This is an optimization exercise on Yosys and OpenROAD, whose aim is small area, a short achievable clock period and few clock cycles, not a production implementation. RTL that was checked went through simulation tests only; none was proved equivalent to the original. Power and IR drop assume default switching activity.

Setup of the previous run:
==> flow/design.v <==
package hpd_pkg;
	typedef enum logic [1:0] {
		REG_LOCAL_THR    = 2'd0,
		REG_GLOBAL_THR   = 2'd1,
		REG_MIN_INTERVAL = 2'd2
	} cfg_reg_t;
	localparam int unsigned CFG_INDEX_BITS = 2;
	localparam int unsigned INTERVAL_BITS  = 24;
	typedef struct packed {
		logic valid;     
		logic advance;   
	} pipe_ctrl_t;
endpackage
module hpd_carry #(
	parameter int unsigned N = 17
) (
	input  logic [N-1:0] x,
	input  logic [N-1:0] y,
	input  logic         cin,
	output logic         cout
);
	localparam int unsigned L = (N + 1 <= 2)  ? 1 : (N + 1 <= 4)  ? 2 :
	                            (N + 1 <= 8)  ? 3 : (N + 1 <= 16) ? 4 :
	                            (N + 1 <= 32) ? 5 : (N + 1 <= 64) ? 6 : 7;
	localparam int unsigned M = 1 << L;
	logic [(L+1)*M-1:0] g, p;
	assign g[0] = cin;
	assign p[0] = 1'b0;
	assign g[N:1] = x & y;
	assign p[N:1] = x | y;
	if (M > N + 1) begin : g_pad
		assign g[M-1:N+1] = '0;
		assign p[M-1:N+1] = '1;
	end
	for (genvar l = 0; l < L; l++) begin : g_lvl
		for (genvar i = 0; i < (M >> (l + 1)); i++) begin : g_node
			assign g[(l+1)*M + i] = g[l*M + 2*i + 1] | (p[l*M + 2*i + 1] & g[l*M + 2*i]);
			assign p[(l+1)*M + i] = p[l*M + 2*i + 1] & p[l*M + 2*i];
		end
		assign g[(l+1)*M + (M >> (l + 1)) +: (M - (M >> (l + 1)))] = '0;
		assign p[(l+1)*M + (M >> (l + 1)) +: (M - (M >> (l + 1)))] = '0;
	end
	assign cout = g[L*M];
endmodule
module hysteresis_peak_detector #(
	parameter int unsigned SAMPLE_BITS = 16,
	parameter int unsigned TIME_BITS   = 32
) (
	input  logic                          clk,
	input  logic                          arst_n,
	input  logic                          in_valid,
	output logic                          in_ready,
	input  logic signed [SAMPLE_BITS-1:0] sample_value,
	input  logic        [TIME_BITS-1:0]   sample_time,
	input  logic                          restart,
	output logic                          out_valid,
	input  logic                          out_ready,
	output logic        [TIME_BITS-1:0]   peak_time,
	output logic signed [SAMPLE_BITS-1:0] peak_value,
	input  logic                          cfg_valid,
	output logic                          cfg_ready,
	input  logic [hpd_pkg::CFG_INDEX_BITS-1:0] cfg_index,
	input  logic [((SAMPLE_BITS > hpd_pkg::INTERVAL_BITS) ?
	               SAMPLE_BITS : hpd_pkg::INTERVAL_BITS)-1:0] cfg_data
);
	localparam int unsigned SB = SAMPLE_BITS;
	localparam int unsigned TB = TIME_BITS;
	localparam int unsigned IB = hpd_pkg::INTERVAL_BITS;
	localparam int unsigned HB = SB + 2;    
	logic        [SB-2:0] hx_q;
	logic signed [SB-1:0] global_thr_q;
	logic        [IB-1:0] min_interval_q;
	logic                 toggle;    
	assign cfg_ready = 1'b1;
	logic signed [SB-1:0] v1_q;
	logic        [TB-1:0] t1_q;
	logic                 r1_q, s1_valid_q, in_ready_q;
	logic signed [SB-1:0] ref_q;      
	logic signed [SB-1:0] peak_v_q;   
	logic        [TB-1:0] max_t_q, prev_t_q;
	logic                 falling_q, seen_q, out_valid_q;
	logic                 fired_q;     
	logic                 hx_sign_q;   
	always_ff @(posedge clk or negedge arst_n) begin
		if (!arst_n) begin
			hx_q           <= '0;
			global_thr_q   <= '0;
			min_interval_q <= '0;
		end else begin
			if (cfg_valid && cfg_index == 2'd0)
				hx_q <= falling_q ? ~cfg_data[SB-2:0] : cfg_data[SB-2:0];
			else if (toggle)
				hx_q <= ~hx_q;
			if (cfg_valid && cfg_index == 2'd1)
				global_thr_q <= $signed(cfg_data[SB-1:0]);
			if (cfg_valid && cfg_index == 2'd2)
				min_interval_q <= cfg_data[IB-1:0];
		end
	end
	logic [TB:0] sp_s, sp_k;
	logic        sp_carry, spaced, above, ok;
	for (genvar i = 0; i < TB; i++) begin : g_sp
		logic ma, zb;
		assign ma = !max_t_q[i];
		assign zb = (i < IB) ? min_interval_q[i] : 1'b0;
		assign sp_s[i]   = ma ^ prev_t_q[i] ^ zb;
		assign sp_k[i+1] = (ma & prev_t_q[i]) | (ma & zb) | (prev_t_q[i] & zb);
	end
	assign sp_s[TB] = 1'b1;
	assign sp_k[0]  = 1'b0;
	hpd_carry #(.N(TB + 1)) u_spaced (
		.x   (sp_s),
		.y   (sp_k),
		.cin (1'b1),
		.cout(sp_carry)
	);
	assign spaced = !sp_carry;
	hpd_carry #(.N(SB)) u_above (
		.x   ({!ref_q[SB-1], ref_q[SB-2:0]}),
		.y   (~{!global_thr_q[SB-1], global_thr_q[SB-2:0]}),
		.cin (1'b0),
		.cout(above)
	);
	assign ok = above && (!seen_q || spaced);
	logic ext;
	hpd_carry #(.N(SB)) u_ext (
		.x   ({!v1_q[SB-1], v1_q[SB-2:0]}),
		.y   (~{!ref_q[SB-1], ref_q[SB-2:0]}),
		.cin (falling_q),
		.cout(ext)
	);
	logic [HB-1:0] cr_a, cr_b, cr_c, cr_s, cr_k;
	logic          cr_carry, cr_sign, xing;
	assign cr_a = {{(HB-SB){v1_q[SB-1]}}, v1_q};
	assign cr_b = {{(HB-SB+1){hx_sign_q}}, hx_q};
	assign cr_c = ~{{(HB-SB){ref_q[SB-1]}}, ref_q};
	assign cr_s = cr_a ^ cr_b ^ cr_c;
	assign cr_k = {(cr_a[HB-2:0] & cr_b[HB-2:0]) | (cr_a[HB-2:0] & cr_c[HB-2:0])
	               | (cr_b[HB-2:0] & cr_c[HB-2:0]), 1'b0};
	hpd_carry #(.N(HB - 1)) u_cross (
		.x   (cr_s[HB-2:0]),
		.y   (cr_k[HB-2:0]),
		.cin (1'b1),
		.cout(cr_carry)
	);
	assign cr_sign = cr_s[HB-1] ^ cr_k[HB-1] ^ cr_carry;
	assign xing   = cr_sign ^ falling_q;
	logic process, drop, fire, ld_max, ld_ref, s1_valid_d, out_valid_d;
	assign process = s1_valid_q && !out_valid_q;
	assign ld_max  = process && (r1_q || (falling_q ? xing : ext));
	assign ld_ref  = process && (r1_q || ext != falling_q || xing);
	assign drop    = process && !r1_q && !falling_q && xing;
	assign fire    = drop && ok;
	assign toggle  = process && (r1_q ? falling_q : xing);
	assign s1_valid_d  = in_ready_q ? in_valid : (s1_valid_q && !process);
	assign out_valid_d = fire || (out_valid_q && !out_ready);
	always_ff @(posedge clk) begin
		if (in_ready_q) begin
			v1_q <= sample_value;
			t1_q <= sample_time;
			r1_q <= restart;
		end
		if (process && !falling_q)
			peak_v_q <= ref_q;
		if (fired_q)
			prev_t_q <= max_t_q;
	end
	always_ff @(posedge clk or negedge arst_n) begin
		if (!arst_n) begin
			s1_valid_q  <= 1'b0;
			in_ready_q  <= 1'b1;
			out_valid_q <= 1'b0;
			fired_q     <= 1'b0;
			ref_q       <= '0;
			max_t_q     <= '0;
			falling_q   <= 1'b0;
			hx_sign_q   <= 1'b0;
			seen_q      <= 1'b0;
		end else begin
			s1_valid_q  <= s1_valid_d;
			out_valid_q <= out_valid_d;
			fired_q     <= fire;
			in_ready_q  <= !(s1_valid_d && out_valid_d);
			if (ld_ref)
				ref_q <= v1_q;
			if (ld_max)
				max_t_q <= t1_q;
			if (process)
				falling_q <= !r1_q && (falling_q ^ xing);
			if (toggle)
				hx_sign_q <= !hx_sign_q;
			if (fired_q)
				seen_q <= 1'b1;
			else if (process && r1_q)
				seen_q <= 1'b0;
		end
	end
	assign in_ready   = in_ready_q;
	assign out_valid  = out_valid_q;
	assign peak_time  = max_t_q;
	assign peak_value = peak_v_q;
endmodule
==> flow/config.mk <==
export PLATFORM = sky130hd
export DESIGN_NAME = hysteresis_peak_detector
export DESIGN_NICKNAME = hysteresis_peak_detector
export VERILOG_FILES = /design/flow/design.v
export SDC_FILE = /design/flow/constraint.sdc
export NUM_CORES = 4
export LEC_CHECK = 0
export ABC_AREA = 1
export CAP_MARGIN = 20
export CORE_MARGIN = 2
export CORE_UTILIZATION = 55
export SETUP_SLACK_MARGIN = 5
export SLEW_MARGIN = 20
export BUFFER_PORTS_ARGS = -buffer_cell sky130_fd_sc_hd__buf_1
export CTS_ARGS = -sink_clustering_enable -repair_clock_nets -buf_list "sky130_fd_sc_hd__clkbuf_4 sky130_fd_sc_hd__clkbuf_8" -sink_clustering_size 12 -sink_clustering_max_diameter 60 -dont_use_dummy_load
==> flow/constraint.sdc <==
create_clock -name core_clock -period 8.5 [get_ports {clk}]
set_input_delay 1.7000 -clock core_clock [delete_from_list [all_inputs] [get_ports {clk}]]
set_output_delay 1.7000 -clock core_clock [all_outputs]
set_load 0.01 [all_outputs]
standard.sh (not shown) runs the stock make flow with config.mk's settings and CLKGATE_MAP_FILE= SYNTH_SCRIPT=/design/flow/synth_recipe.tcl, a recipe that flattens the netlist after the stock synthesis.
==> flow/flow/run.sh <==
#!/bin/bash
# Standard layout with two changes: port buffers are buf_1 cells instead of
# the resizer's default pick, and clock tree synthesis inserts no dummy loads
# and clusters up to 12 flip-flops per leaf buffer. Every tool's output goes
# to a log file here.
set -e
{
	echo 'export BUFFER_PORTS_ARGS = -buffer_cell sky130_fd_sc_hd__buf_1'
	echo 'export CTS_ARGS = -sink_clustering_enable -repair_clock_nets -buf_list "sky130_fd_sc_hd__clkbuf_4 sky130_fd_sc_hd__clkbuf_8" -sink_clustering_size 12 -sink_clustering_max_diameter 60 -dont_use_dummy_load'
} >> config.mk
bash standard.sh > standard.log 2>&1
Testbench counts of the previous run, summed over its fixed seeds: cycles 17,921.
Changes in the current run relative to the previous run:
diff --git a/flow/design.v b/flow/design.v
--- a/flow/design.v
+++ b/flow/design.v
@@ -75,23 +75,22 @@
 	logic signed [SB-1:0] v1_q;
 	logic        [TB-1:0] t1_q;
 	logic                 r1_q, s1_valid_q, in_ready_q;
 	logic signed [SB-1:0] ref_q;      
 	logic signed [SB-1:0] peak_v_q;   
 	logic        [TB-1:0] max_t_q, prev_t_q;
-	logic                 falling_q, seen_q, out_valid_q;
-	logic                 fired_q;     
+	logic                 rising_q, seen_q, out_valid_q;
 	logic                 hx_sign_q;   
 	always_ff @(posedge clk or negedge arst_n) begin
 		if (!arst_n) begin
 			hx_q           <= '0;
 			global_thr_q   <= '0;
 			min_interval_q <= '0;
 		end else begin
 			if (cfg_valid && cfg_index == 2'd0)
-				hx_q <= falling_q ? ~cfg_data[SB-2:0] : cfg_data[SB-2:0];
+				hx_q <= rising_q ? cfg_data[SB-2:0] : ~cfg_data[SB-2:0];
 			else if (toggle)
 				hx_q <= ~hx_q;
 			if (cfg_valid && cfg_index == 2'd1)
 				global_thr_q <= $signed(cfg_data[SB-1:0]);
 			if (cfg_valid && cfg_index == 2'd2)
 				min_interval_q <= cfg_data[IB-1:0];
@@ -123,13 +122,13 @@
 	);
 	assign ok = above && (!seen_q || spaced);
 	logic ext;
 	hpd_carry #(.N(SB)) u_ext (
 		.x   ({!v1_q[SB-1], v1_q[SB-2:0]}),
 		.y   (~{!ref_q[SB-1], ref_q[SB-2:0]}),
-		.cin (falling_q),
+		.cin (!rising_q),
 		.cout(ext)
 	);
 	logic [HB-1:0] cr_a, cr_b, cr_c, cr_s, cr_k;
 	logic          cr_carry, cr_sign, xing;
 	assign cr_a = {{(HB-SB){v1_q[SB-1]}}, v1_q};
 	assign cr_b = {{(HB-SB+1){hx_sign_q}}, hx_q};
@@ -141,61 +140,59 @@
 		.x   (cr_s[HB-2:0]),
 		.y   (cr_k[HB-2:0]),
 		.cin (1'b1),
 		.cout(cr_carry)
 	);
 	assign cr_sign = cr_s[HB-1] ^ cr_k[HB-1] ^ cr_carry;
-	assign xing   = cr_sign ^ falling_q;
-	logic process, drop, fire, ld_max, ld_ref, s1_valid_d, out_valid_d;
+	assign xing   = rising_q ? cr_sign : !cr_sign;
+	logic process, fire, ld_max, ld_ref, s1_valid_d, out_valid_d;
 	assign process = s1_valid_q && !out_valid_q;
-	assign ld_max  = process && (r1_q || (falling_q ? xing : ext));
-	assign ld_ref  = process && (r1_q || ext != falling_q || xing);
-	assign drop    = process && !r1_q && !falling_q && xing;
-	assign fire    = drop && ok;
-	assign toggle  = process && (r1_q ? falling_q : xing);
+	assign ld_max  = process && (r1_q || (rising_q ? ext : xing));
+	assign ld_ref  = process && (r1_q || ext != !rising_q || xing);
+	assign fire    = process && !r1_q && rising_q && xing && ok;
+	assign toggle  = process && (r1_q ? !rising_q : xing);
 	assign s1_valid_d  = in_ready_q ? in_valid : (s1_valid_q && !process);
 	assign out_valid_d = fire || (out_valid_q && !out_ready);
 	always_ff @(posedge clk) begin
 		if (in_ready_q) begin
 			v1_q <= sample_value;
 			t1_q <= sample_time;
 			r1_q <= restart;
 		end
-		if (process && !falling_q)
+		if (fire) begin
+			prev_t_q <= max_t_q;
 			peak_v_q <= ref_q;
-		if (fired_q)
-			prev_t_q <= max_t_q;
+		end
 	end
 	always_ff @(posedge clk or negedge arst_n) begin
 		if (!arst_n) begin
 			s1_valid_q  <= 1'b0;
 			in_ready_q  <= 1'b1;
 			out_valid_q <= 1'b0;
-			fired_q     <= 1'b0;
 			ref_q       <= '0;
 			max_t_q     <= '0;
-			falling_q   <= 1'b0;
+			rising_q    <= 1'b1;
 			hx_sign_q   <= 1'b0;
 			seen_q      <= 1'b0;
 		end else begin
 			s1_valid_q  <= s1_valid_d;
 			out_valid_q <= out_valid_d;
-			fired_q     <= fire;
 			in_ready_q  <= !(s1_valid_d && out_valid_d);
 			if (ld_ref)
 				ref_q <= v1_q;
 			if (ld_max)
 				max_t_q <= t1_q;
-			if (process)
-				falling_q <= !r1_q && (falling_q ^ xing);
 			if (toggle)
 				hx_sign_q <= !hx_sign_q;
-			if (fired_q)
-				seen_q <= 1'b1;
-			else if (process && r1_q)
-				seen_q <= 1'b0;
+			if (process) begin
+				rising_q <= r1_q || (rising_q ? !xing : xing);
+				if (r1_q)
+					seen_q <= 1'b0;
+				else if (fire)
+					seen_q <= 1'b1;
+			end
 		end
 	end
 	assign in_ready   = in_ready_q;
 	assign out_valid  = out_valid_q;
 	assign peak_time  = max_t_q;
 	assign peak_value = peak_v_q;
### Flow results
- On width of the die, the current run tracks the previous run almost exactly.
- Against the previous run, the current run comes in 0.23 points lower on async set-or-reset flop fraction in the synthesized netlist.
- The current run vs the previous run: via count up slightly
- Diff the previous run -> the current run: floorplan die height has remained practically unchanged; critical-path maximum fanout now sits lower; share of power burned in combinational logic saw a decrease; multi-input logic area saw a decrease; met2 wire length has decreased.
The RTL of the current run was laid out without a check of its function.

## what the ideal ports hide
How much do the figures lean on ideal ports? The routed layouts below were timed once more, with nothing changed but the port constraints.
Step 1 sets driving cells, clkbuf_16 on the clock port and buf_2 on the other inputs (assumed; they add their load-dependent delay and slew).
Step 2, shift: input delay + t, output delay - t, t = (earliest + latest rising clock arrival at the registers) / 2. This alone moves slack from input paths to output paths.
a / b / c = no drivers / after step 1 / after step 2; a / b = the first two.
run	shift t [ns]	slack for setup (ns)	worst setup path at the end	worst register clock-pin slew, ns
the previous run	0.552	5.470 / 5.470 / 5.037	input to register	0.08 / 0.08
the current run	0.548	5.120 / 5.081 / 4.650	input to register	0.08 / 0.08
After both steps setup and hold are still met in every run listed. For the current run, which loses most, drivers alone change the setup slack by -0.039 ns; drivers and shift together by -0.470 ns.
